What follows belongs to an exercise in optimizing a design on an open flow for small area, a short achievable clock period and few clock cycles; a production flow would make more cautious choices.
Only simulation tests tie the RTL to the original design; equivalence was not proved.
No activity file was given, so power comes from the tool's default toggle rates.

==> design.v <==
`default_nettype none
package dvp_pkg;
  typedef enum logic [2:0] {
    OP_DEF_PROC = 3'd0,
    OP_DEF_RES  = 3'd1,
    OP_SET_HELD = 3'd2,
    OP_DROP_HELD = 3'd3,
    OP_SET_WAIT = 3'd4,
    OP_RECOVER  = 3'd5
  } dvp_op_t;
  typedef enum logic [2:0] {
    ST_ACK        = 3'd0,
    ST_PREEMPT    = 3'd1,
    ST_EMPTY      = 3'd2,
    ST_NO_MEMBERS = 3'd3,
    ST_NO_VICTIM  = 3'd4
  } dvp_status_t;
  typedef enum logic [3:0] {
    S_CLEAR,
    S_IDLE,
    S_G_RD,
    S_G_EV,
    S_B_RD,
    S_B_EV,
    S_B_CMP,
    S_C_RD,
    S_C_EV,
    S_FIN,
    S_REPORT
  } dvp_state_t;
  localparam int unsigned FREE_BITS = 16;
endpackage
`default_nettype wire
`default_nettype none
import dvp_pkg::*;
module deadlock_victim_preemptor #(
  parameter int NUM_PROCESSES = 16,
  parameter int NUM_RESOURCES = 16,
  parameter int COUNT_BITS    = 8
) (
  input  wire              clk,
  input  wire              rst,
  input  wire              cmd_valid,
  output logic             cmd_ready,
  input  wire        [2:0] cmd_op,
  input  wire        [3:0] cmd_process_id,
  input  wire        [3:0] cmd_resource_id,
  input  wire       [15:0] cmd_amount,
  input  wire signed [7:0] cmd_priority_value,
  output logic             rsp_valid,
  input  wire              rsp_ready,
  output logic       [2:0] rsp_status,
  output logic       [3:0] rsp_victim_id,
  output logic       [3:0] rsp_freed_resource,
  output logic       [7:0] rsp_freed_count,
  output logic             rsp_last
);
  localparam int NP = 16;
  localparam int NR = 16;
  localparam int CB = 13;    
  logic [NR-1:0] held  [NP];
  logic [NR-1:0] waits [NP];
  logic [7:0]    cnt   [NP][NR];
  logic [7:0]    prio  [NP];
  logic [NP-1:0] pdef;
  logic [NR-1:0] rdef;
  logic [CB-1:0] cost  [NP];
  logic          ord   [NP][NP];    
  localparam logic [1:0] M_IDLE = 2'd0, M_RV = 2'd1, M_EMIT = 2'd2;
  logic [1:0] mode;
  logic          s2_v;        
  logic [1:0]    s2_k;        
  logic [NP-1:0] s2_x;
  logic          s2_oh;       
  logic [7:0]    s2_oc;       
  logic          s2_nh;       
  logic [7:0]    s2_nc;       
  logic [7:0]    s2_op;       
  logic [7:0]    s2_np;       
  logic [NP-1:0] cand_q;
  logic          anyw_q;
  logic [NP-1:0] vsel;
  logic [3:0]    vid;
  logic [NR-1:0] rem;
  logic [1:0]  qn;
  logic [19:0] qh, qs;
  logic [NP-1:0] win;
  logic accept, pop, push;
  logic [19:0] pd;
  logic [NP-1:0] a_p;
  logic [NR-1:0] a_r;
  logic op_def, op_res, op_set, op_drop, op_wait, op_rec;
  assign cmd_ready = (mode == M_IDLE) && !qn[1];
  assign accept    = cmd_valid && cmd_ready && !rst;
  assign pop       = (qn != 2'd0) && rsp_ready;
  always_comb begin
    a_p = '0; a_p[cmd_process_id] = 1'b1;
    a_r = '0; a_r[cmd_resource_id] = 1'b1;
  end
  assign op_def  = accept && cmd_op == 3'd0;
  assign op_res  = accept && cmd_op == 3'd1;
  assign op_set  = accept && cmd_op == 3'd2;
  assign op_drop = accept && cmd_op == 3'd3;
  assign op_wait = accept && cmd_op == 3'd4;
  assign op_rec  = accept && cmd_op == 3'd5;
  logic [NP-1:0] rsel;
  logic [NR-1:0] rd_held_row;
  logic [7:0]    rd_cnt_row [NR];
  logic [NR-1:0] lowbit, rem_next, csel, rrow;
  logic [7:0]    rd_cnt;
  logic          rd_held;
  logic          seen;
  always_comb begin
    rsel = (mode == M_IDLE) ? a_p : ((mode == M_RV) ? win : vsel);
    rd_held_row = '0;
    for (int r = 0; r < NR; r++) rd_cnt_row[r] = '0;
    for (int p = 0; p < NP; p++) begin
      if (rsel[p]) begin
        rd_held_row = rd_held_row | held[p];
        for (int r = 0; r < NR; r++) rd_cnt_row[r] = rd_cnt_row[r] | cnt[p][r];
      end
    end
    rrow     = (mode == M_RV) ? rd_held_row : rem;
    seen = 1'b0;
    for (int r = 0; r < NR; r++) begin
      lowbit[r] = rrow[r] && !seen;
      seen = seen || rrow[r];
    end
    rem_next = rrow & ~lowbit;
    csel     = (mode == M_IDLE) ? a_r : lowbit;
    rd_cnt = '0; rd_held = 1'b0;
    for (int r = 0; r < NR; r++) begin
      if (csel[r]) begin
        rd_cnt  = rd_cnt | rd_cnt_row[r];
        rd_held = rd_held | rd_held_row[r];
      end
    end
  end
  logic [7:0] pr_old;
  always_comb begin
    pr_old = '0;
    for (int p = 0; p < NP; p++)
      if (a_p[p] && pdef[p]) pr_old = pr_old | prio[p];
  end
  logic [NR-1:0] waited, wd;
  logic [NP-1:0] cand;
  always_comb begin
    waited = '0;
    for (int p = 0; p < NP; p++) waited = waited | waits[p];
    wd = waited & rdef;
    for (int p = 0; p < NP; p++) begin
      logic c;
      c = |waits[p];
      for (int r = 0; r < NR; r++)
        c = c | (wd[r] & held[p][r] & (|cnt[p][r]));
      cand[p] = c & pdef[p];
    end
  end
  logic [7:0]    vprio;
  logic [3:0]    wid;
  always_comb begin
    for (int p = 0; p < NP; p++) begin
      logic w;
      w = cand_q[p];
      for (int q = 0; q < NP; q++) begin
        if (q < p) w = w & (!cand_q[q] | !ord[q][p]);
        if (q > p) w = w & (!cand_q[q] | ord[p][q]);
      end
      win[p] = w;
    end
    vprio = '0; wid = '0;
    for (int p = 0; p < NP; p++) begin
      if (win[p]) begin
        vprio = vprio | prio[p];
        wid   = wid | 4'(p);
      end
    end
  end
  logic [CB-1:0] c_base, c_new;
  logic [CB-1:0] t_add, t_sub;
  logic [NP-1:0] gtx, cmp;
  always_comb begin
    c_base = '0;
    for (int p = 0; p < NP; p++)
      if (s2_x[p]) c_base = c_base | cost[p];
    case (s2_k)
      2'd0: begin
        t_add = s2_nh ? CB'(s2_nc) + CB'(1) : '0;
        t_sub = s2_oh ? CB'(s2_oc) + CB'(1) : '0;
      end
      2'd1: begin
        t_add = {{(CB-8){s2_op[7]}}, s2_op};
        t_sub = {{(CB-8){s2_np[7]}}, s2_np};
      end
      default: begin
        c_base = '0;
        t_add = CB'(128);
        t_sub = {{(CB-8){s2_op[7]}}, s2_op};
      end
    endcase
    c_new = c_base + t_add - t_sub;
    for (int q = 0; q < NP; q++) begin
      gtx[q] = 1'b0;
      for (int p = 0; p < q; p++) gtx[q] = gtx[q] | s2_x[p];
      cmp[q] = {c_new, 1'b0} < {cost[q], gtx[q]};
    end
  end
  localparam logic [2:0] S_ACK = 3'd0, S_PRE = 3'd1, S_EMP = 3'd2, S_NOM = 3'd3, S_NOV = 3'd4;
  logic [3:0] rb;
  always_comb begin
    rb = '0;
    for (int r = 0; r < NR; r++) if (lowbit[r]) rb = rb | 4'(r);
  end
  always_comb begin
    push = 1'b0;
    pd   = {S_ACK, 4'd0, 4'd0, 8'd0, 1'b1};
    if (accept) begin
      push = !op_rec;
    end else if (mode == M_RV && !qn[1]) begin
      push = 1'b1;
      if (!anyw_q) begin
        pd = {S_NOM, 4'd0, 4'd0, 8'd0, 1'b1};
      end else if (cand_q == '0) begin
        pd = {S_NOV, 4'd0, 4'd0, 8'd0, 1'b1};
      end else if (rrow == '0) begin
        pd = {S_EMP, wid, 4'd0, 8'd0, 1'b1};
      end else begin
        pd = {S_PRE, wid, rb, rd_cnt, (rem_next == '0)};
      end
    end else if (mode == M_EMIT && !qn[1]) begin
      push = 1'b1;
      pd = {S_PRE, vid, rb, rd_cnt, (rem_next == '0)};
    end
  end
  logic victim_go;
  assign victim_go = (mode == M_RV) && !qn[1] && anyw_q && (cand_q != '0);
  always_ff @(posedge clk) begin
    if (rst) begin
      mode <= M_IDLE;
      s2_v <= 1'b0;
      qn   <= 2'd0;
    end else begin
      case (qn)
        2'd0: if (push) begin qh <= pd; qn <= 2'd1; end
        2'd1: begin
          if (pop && push) qh <= pd;
          else if (!pop && push) begin qs <= pd; qn <= 2'd2; end
          else if (pop) qn <= 2'd0;
        end
        default: if (pop) begin qh <= qs; qn <= 2'd1; end
      endcase
      s2_v <= op_def || op_set || op_drop || victim_go;
      case (mode)
        M_IDLE: if (op_rec) mode <= M_RV;
        M_RV: if (!qn[1]) mode <= (victim_go && rem_next != '0) ? M_EMIT : M_IDLE;
        M_EMIT: if (!qn[1] && rem_next == '0) mode <= M_IDLE;
        default: mode <= M_IDLE;
      endcase
    end
  end
  always_ff @(posedge clk) begin
    if (victim_go) begin
      s2_k <= 2'd2; s2_x <= win; s2_op <= vprio;
    end else begin
      s2_k <= op_def ? 2'd1 : 2'd0;
      s2_x <= a_p;
      s2_oh <= rd_held; s2_oc <= rd_cnt;
      s2_nh <= op_set; s2_nc <= cmd_amount[7:0];
      s2_op <= pr_old; s2_np <= cmd_priority_value;
    end
    cand_q <= cand;
    anyw_q <= |waited;
    if ((mode == M_RV || mode == M_EMIT) && !qn[1]) rem <= rem_next;
    if (mode == M_RV) begin
      vsel <= win; vid <= wid;
    end
  end
  always_ff @(posedge clk) begin
    for (int p = 0; p < NP; p++) begin
      for (int r = 0; r < NR; r++)
        if (op_set && a_p[p] && a_r[r]) cnt[p][r] <= cmd_amount[7:0];
      if (op_def && a_p[p]) prio[p] <= cmd_priority_value;
    end
  end
  always_ff @(posedge clk) begin
    if (rst) begin
      for (int p = 0; p < NP; p++) begin
        held[p] <= '0; waits[p] <= '0;
      end
      pdef <= '0; rdef <= '0;
    end else begin
      for (int p = 0; p < NP; p++) begin
        for (int r = 0; r < NR; r++) begin
          if (a_p[p] && a_r[r]) begin
            if (op_set) held[p][r] <= 1'b1;
            if (op_drop) held[p][r] <= 1'b0;
            if (op_wait) waits[p][r] <= cmd_amount[0];
          end
        end
        if (victim_go && win[p]) begin
          held[p] <= '0; waits[p] <= '0;
        end
        if (op_def && a_p[p]) pdef[p] <= 1'b1;
      end
      for (int r = 0; r < NR; r++)
        if (op_res && a_r[r]) rdef[r] <= 1'b1;
    end
  end
  always_ff @(posedge clk) begin
    if (rst) begin
      for (int p = 0; p < NP; p++) begin
        cost[p] <= CB'(128);
        for (int q = 0; q < NP; q++) ord[p][q] <= 1'b1;
      end
    end else if (s2_v) begin
      for (int p = 0; p < NP; p++) begin
        if (s2_x[p]) cost[p] <= c_new;
        for (int q = p + 1; q < NP; q++) begin
          if (s2_x[p]) ord[p][q] <= cmp[q];
          else if (s2_x[q]) ord[p][q] <= !cmp[p];
        end
      end
    end
  end
  assign rsp_valid = (qn != 2'd0);
  assign {rsp_status, rsp_victim_id, rsp_freed_resource, rsp_freed_count, rsp_last} = qh;
endmodule
`default_nettype wire
==> run.sh <==
#!/bin/bash
# synth_recipe.tcl (not shown) runs the flow's synth.tcl, then flattens the netlist and writes it again
# the make line also repeats each setting of config.mk as NAME=value (left out here)
make -C /OpenROAD-flow-scripts/flow DESIGN_CONFIG=/design/flow/config.mk WORK_HOME=/design/flow/orfs CLKGATE_MAP_FILE= SYNTH_SCRIPT=/design/flow/synth_recipe.tcl finish
==> config.mk <==
export PLATFORM = sky130hd
export DESIGN_NAME = deadlock_victim_preemptor
export DESIGN_NICKNAME = deadlock_victim_preemptor
export VERILOG_FILES = /design/flow/design.v
export SDC_FILE = /design/flow/constraint.sdc
export NUM_CORES = 4
export LEC_CHECK = 0
export CAP_MARGIN = 20
export CORE_MARGIN = 2
export CORE_UTILIZATION = 40
export PLACE_DENSITY = 0.6
export SLEW_MARGIN = 20
==> constraint.sdc <==
create_clock -name core_clock -period 6.0 [get_ports {clk}]
set_input_delay 1.2000 -clock core_clock [delete_from_list [all_inputs] [get_ports {clk}]]
set_output_delay 1.2000 -clock core_clock [all_outputs]
set_load 0.01 [all_outputs]
==> summary.txt <==
kinds of logic after synthesis:
family,after synthesis
compound gates,3359
xor+xnor,26
fa+ha+maj,245
buf+inv,1227
flops,3197
mux,20
simple gates,3954
layout by cell type (no fill, tap or decap), types with 49 or more instances in the layout:
master,n
a211oi_1,198
a21o_1,61
a21oi_1,656
a221oi_1,74
a222oi_1,262
a22o_1,56
a22oi_1,868
a311oi_1,79
a31oi_1,135
and2_1,69
and3_1,57
and4_1,49
buf_12,109
buf_4,1407
clkbuf_1,65
clkbuf_16,353
clkinv_1,49
dfxtp_1,928
edfxtp_1,2261
ha_1,213
inv_1,307
nand2_1,608
nand2b_1,108
nand3_1,666
nand4_1,249
nor2_1,1176
nor4_1,676
o2111ai_1,53
o211ai_1,87
o21ai_0,399
per-layer routing:
layer | up-vias | track usage | wire length (um)
met5 | - | 0 | 356
met4 | 28 | 0.256 | 56600
met3 | 2176 | 0.118 | 96200
met2 | 10600 | 0.552 | 289000
met1 | 60700 | 0.501 | 258000
li1 | 49400 | - | -
power by group through the flow:
stage               clock network (mW)  logic [mW]  registers [mW]
finish                            22.5        6.48            23.7
global route                      23.4        6.58            23.7
CTS                               22.6        5.84            23.7
detailed placement                   0        5.70            24.2
global placement                     0        5.66            24.2
floorplan                            0        2.13            24.1
worst max-delay path: stages:
cell             delay (ns)
clkdlybuf4s50_1        0.47
buf_4                  0.18
inv_1                  0.10
ha_4                   0.20
and3_1                 0.21
buf_4                  0.17
nand2_1                0.08
a31oi_2                0.18
o21a_4                 0.26
buf_12                 0.16
buf_12                 0.12
buf_4                  0.17
buf_4                  0.21
a222oi_1               0.32
nand4_1                0.27
buf_4                  0.23
a22oi_1                0.31
o211ai_1               0.33
or4_4                  0.67
a2111oi_4              0.28
buf_12                 0.14
nand4_1                0.21
and2_1                 0.24
a21o_1                 0.15
sequential cells by signal (all words and copies together) (netlist names), 2 cells and up:
name,cells
qh,20
qs,20
s2_op,8
qn,2
vid,4
vsel,16
s2_nc,8
s2_np,8
cand_q,16
s2_oc,8
rdef,16
pdef,16
held,256
mode,2
cost,208
prio,128
cnt,2048
ord,120
waits,256
s2_x,16
s2_k,2
rem,15
path summary, 6_finish.rpt:
check	startpoint	end	slack, ns	depth (start not counted)
setup reg to reg	cand_q[10]	qh[5]	-0.07	19
hold reg to reg	cost[2][1]	cost[2][1]	0.46	2
hold / removal	cost[2][1]	cost[2][1]	0.46	2
setup / recovery	cmd_process_id[0]	qh[5]	-0.13	24
metrics by stage:
stage | hold slack (ns) | cell area [um2] | std cells | TNS (ns)
6_report | 0.457 | 168000 | 17900 | -0.276
5_1_grt | 0.482 | 167000 | 17900 | -0.665
3_5_place_dp | 0.449 | 154000 | 17200 | -67.54
2_1_floorplan | 0.429 | 138000 | 12000 | 0
4_1_cts | 0.458 | 166000 | 17900 | 0
3_3_place_gp | 0.439 | 154000 | 17200 | -63.55
repair_timing:
item                                    CTS  global route
resized for setup                        70           197
endpoints found under the setup margin  137           138
pin swaps                                20           111
buffers inserted                         13            39
final cells by class:
cell class,instances,area (um2)
fill,30500,176000
sequential,3197,86600
multi-input combinational,7604,48500
timing repair buffer,1586,13500
clock buffer,438,9350
tap,4557,5700
clock inverter,198,2520
inverter,323,1230
antenna,38,95.1
==> flow_metrics.env <==
export IMPL_outcome="failed layout checks"
export IMPL_violations="negative setup slack"
export IMPL_yosys_area_share_simple=0.142
export IMPL_portBuffers=52
export IMPL_rsz0062_at_grt="true"
export IMPL_fin_nets=13300
export IMPL_core_um2=344000
export IMPL_path_class="input port to register"
export IMPL_utilization=0.488
export IMPL_total_power_mw=52.7
export IMPL_synthesis_area_um2=138000
export IMPL_drv_cap=0
export IMPL_die_w_um=592
export IMPL_clockBufferDepth=4
export IMPL_num_rows=215
export IMPL_leakagePower_nw=54.5
export IMPL_switching_share=0.260
export IMPL_path_clk_slew_ns=0.06
export IMPL_cts_root_buf="clkbuf_16"
export IMPL_drive_gt1_frac=0.181
export IMPL_synth_warnings=8
export IMPL_grt_pass1_wl_um=941000
export IMPL_seq_power_share=0.449
export IMPL_synth_edf_count=2261
export IMPL_p_int_mw=39.0
export IMPL_htree_num_levels=5
export IMPL_gp_congestion=1.13
export IMPL_crit_arrival_ns=6.89
export IMPL_cts_tree="built"
export IMPL_cts_hold_buf=0
export IMPL_syn_inst=12000
export IMPL_muxShareOfSynthArea=0.00167
export IMPL_pin_count=61
export IMPL_yosysTopAreaCell="edfxtp_1"
export IMPL_wl_um=699000
export IMPL_grt_pass1_vias=113000
export IMPL_ys_seq_elements=3197
export IMPL_combPwrFrac=0.123
export IMPL_crit_required_ns=6.76
export IMPL_grt_overflow_total=0
export IMPL_clock_sinks=3197
export IMPL_synth_most_common_cell="edfxtp_1"
export IMPL_slew_violations=0
export IMPL_power_density_nw_per_um2=315
export IMPL_area_growth_pct=21.2
export IMPL_drc=0
export IMPL_synth_fp_nets=12300
export IMPL_dieArea_um2=350000
export IMPL_cts_buffers_inserted=348
export IMPL_clock_fmax_mhz=163
export IMPL_synth_compound_area_share=0.171
export IMPL_max_slew_margin_rel=0.113
export IMPL_critPathLaunchType="input port"
export IMPL_antenna_found_initial=59
export IMPL_initial_core_util=0.403
export IMPL_worst_slack_ns=-0.128
export IMPL_synth_commonest_cells="edfxtp_1 (2261), nor2_1 (1196), dfxtp_1 (936), a22oi_1 (873), nor4_1 (690)"
export IMPL_hold_viol=0
export IMPL_grt_start_max_net_pins=182
export IMPL_dpl_hpwl_um=503000
export IMPL_post_route_period_util=1.02
export IMPL_hold_path_class="register to register"
export IMPL_avgSynthCellArea_um2=11.5
export IMPL_period_needed_ns=6.13
export IMPL_clk_latency_ns=1.04
export IMPL_ir_drop_uv=237
export IMPL_setup_violations=6
export IMPL_die_h_um=592
export IMPL_synthFlopType="edfxtp_1"
export IMPL_pre_cts_ws_ns=-1.68
export IMPL_timing_critical_path_to_type="register"
export IMPL_async_flop_share=0
export IMPL_drt_initial_drc_count=23700
export IMPL_synth_xor_area_frac=0.00165
export IMPL_routedWlPerCell_um=39.0
export IMPL_viasPerCell=6.86
export IMPL_synth_cell_type_count=98
export IMPL_synth_top_area_frac=0.491
export IMPL_vias=123000
export IMPL_synth_top_family_by_area="compound AO/OA/AOI/OAI gates"
export IMPL_first_pass_iters=14
export IMPL_clock_skew_ns=0.0570
export IMPL_track_usage=0.385
export IMPL_ant_nets=0
export IMPL_synth_area_top_cells="edfxtp_1 (49%), dfxtp_1 (14%), a22oi_1 (4.7%)"
export IMPL_cp_max_fo=13
export IMPL_worst_slew_pin_transition_ns=1.33
export IMPL_power_switching_mw=13.7
export IMPL_seq_area_frac_synth=0.627
export IMPL_p_clk_frac=0.428
export IMPL_synthAdderAreaFrac=0.0228
Testbench counts, summed over its fixed seeds: cycles 5,001.

[static timing again, ports no longer ideal]
In the flow no input, the clock included, has a driving cell. The finished layout below was timed again as built, in two steps. Step 1 sets driving cells, clkbuf_16 on the clock port and buf_2 on the other inputs (assumed; they add their load-dependent delay and slew). Step 2 also shifts input and output timing later by t, the mid clock arrival at the registers, as if the neighbouring blocks saw the same clock. Three values: no drivers, after step 1, after step 2; two values: the first two.
t, ns: 1.091
slack for setup (ns): -0.128 / -0.074 / -1.165
latest minus earliest clock arrival (ns): 0.078 / 0.078
worst register clock-pin slew, ns: 0.07 / 0.07
pins driven straight from the clock port: 1
The setup slack of this run moves by +0.054 ns with the drivers and by -1.037 ns with both steps.
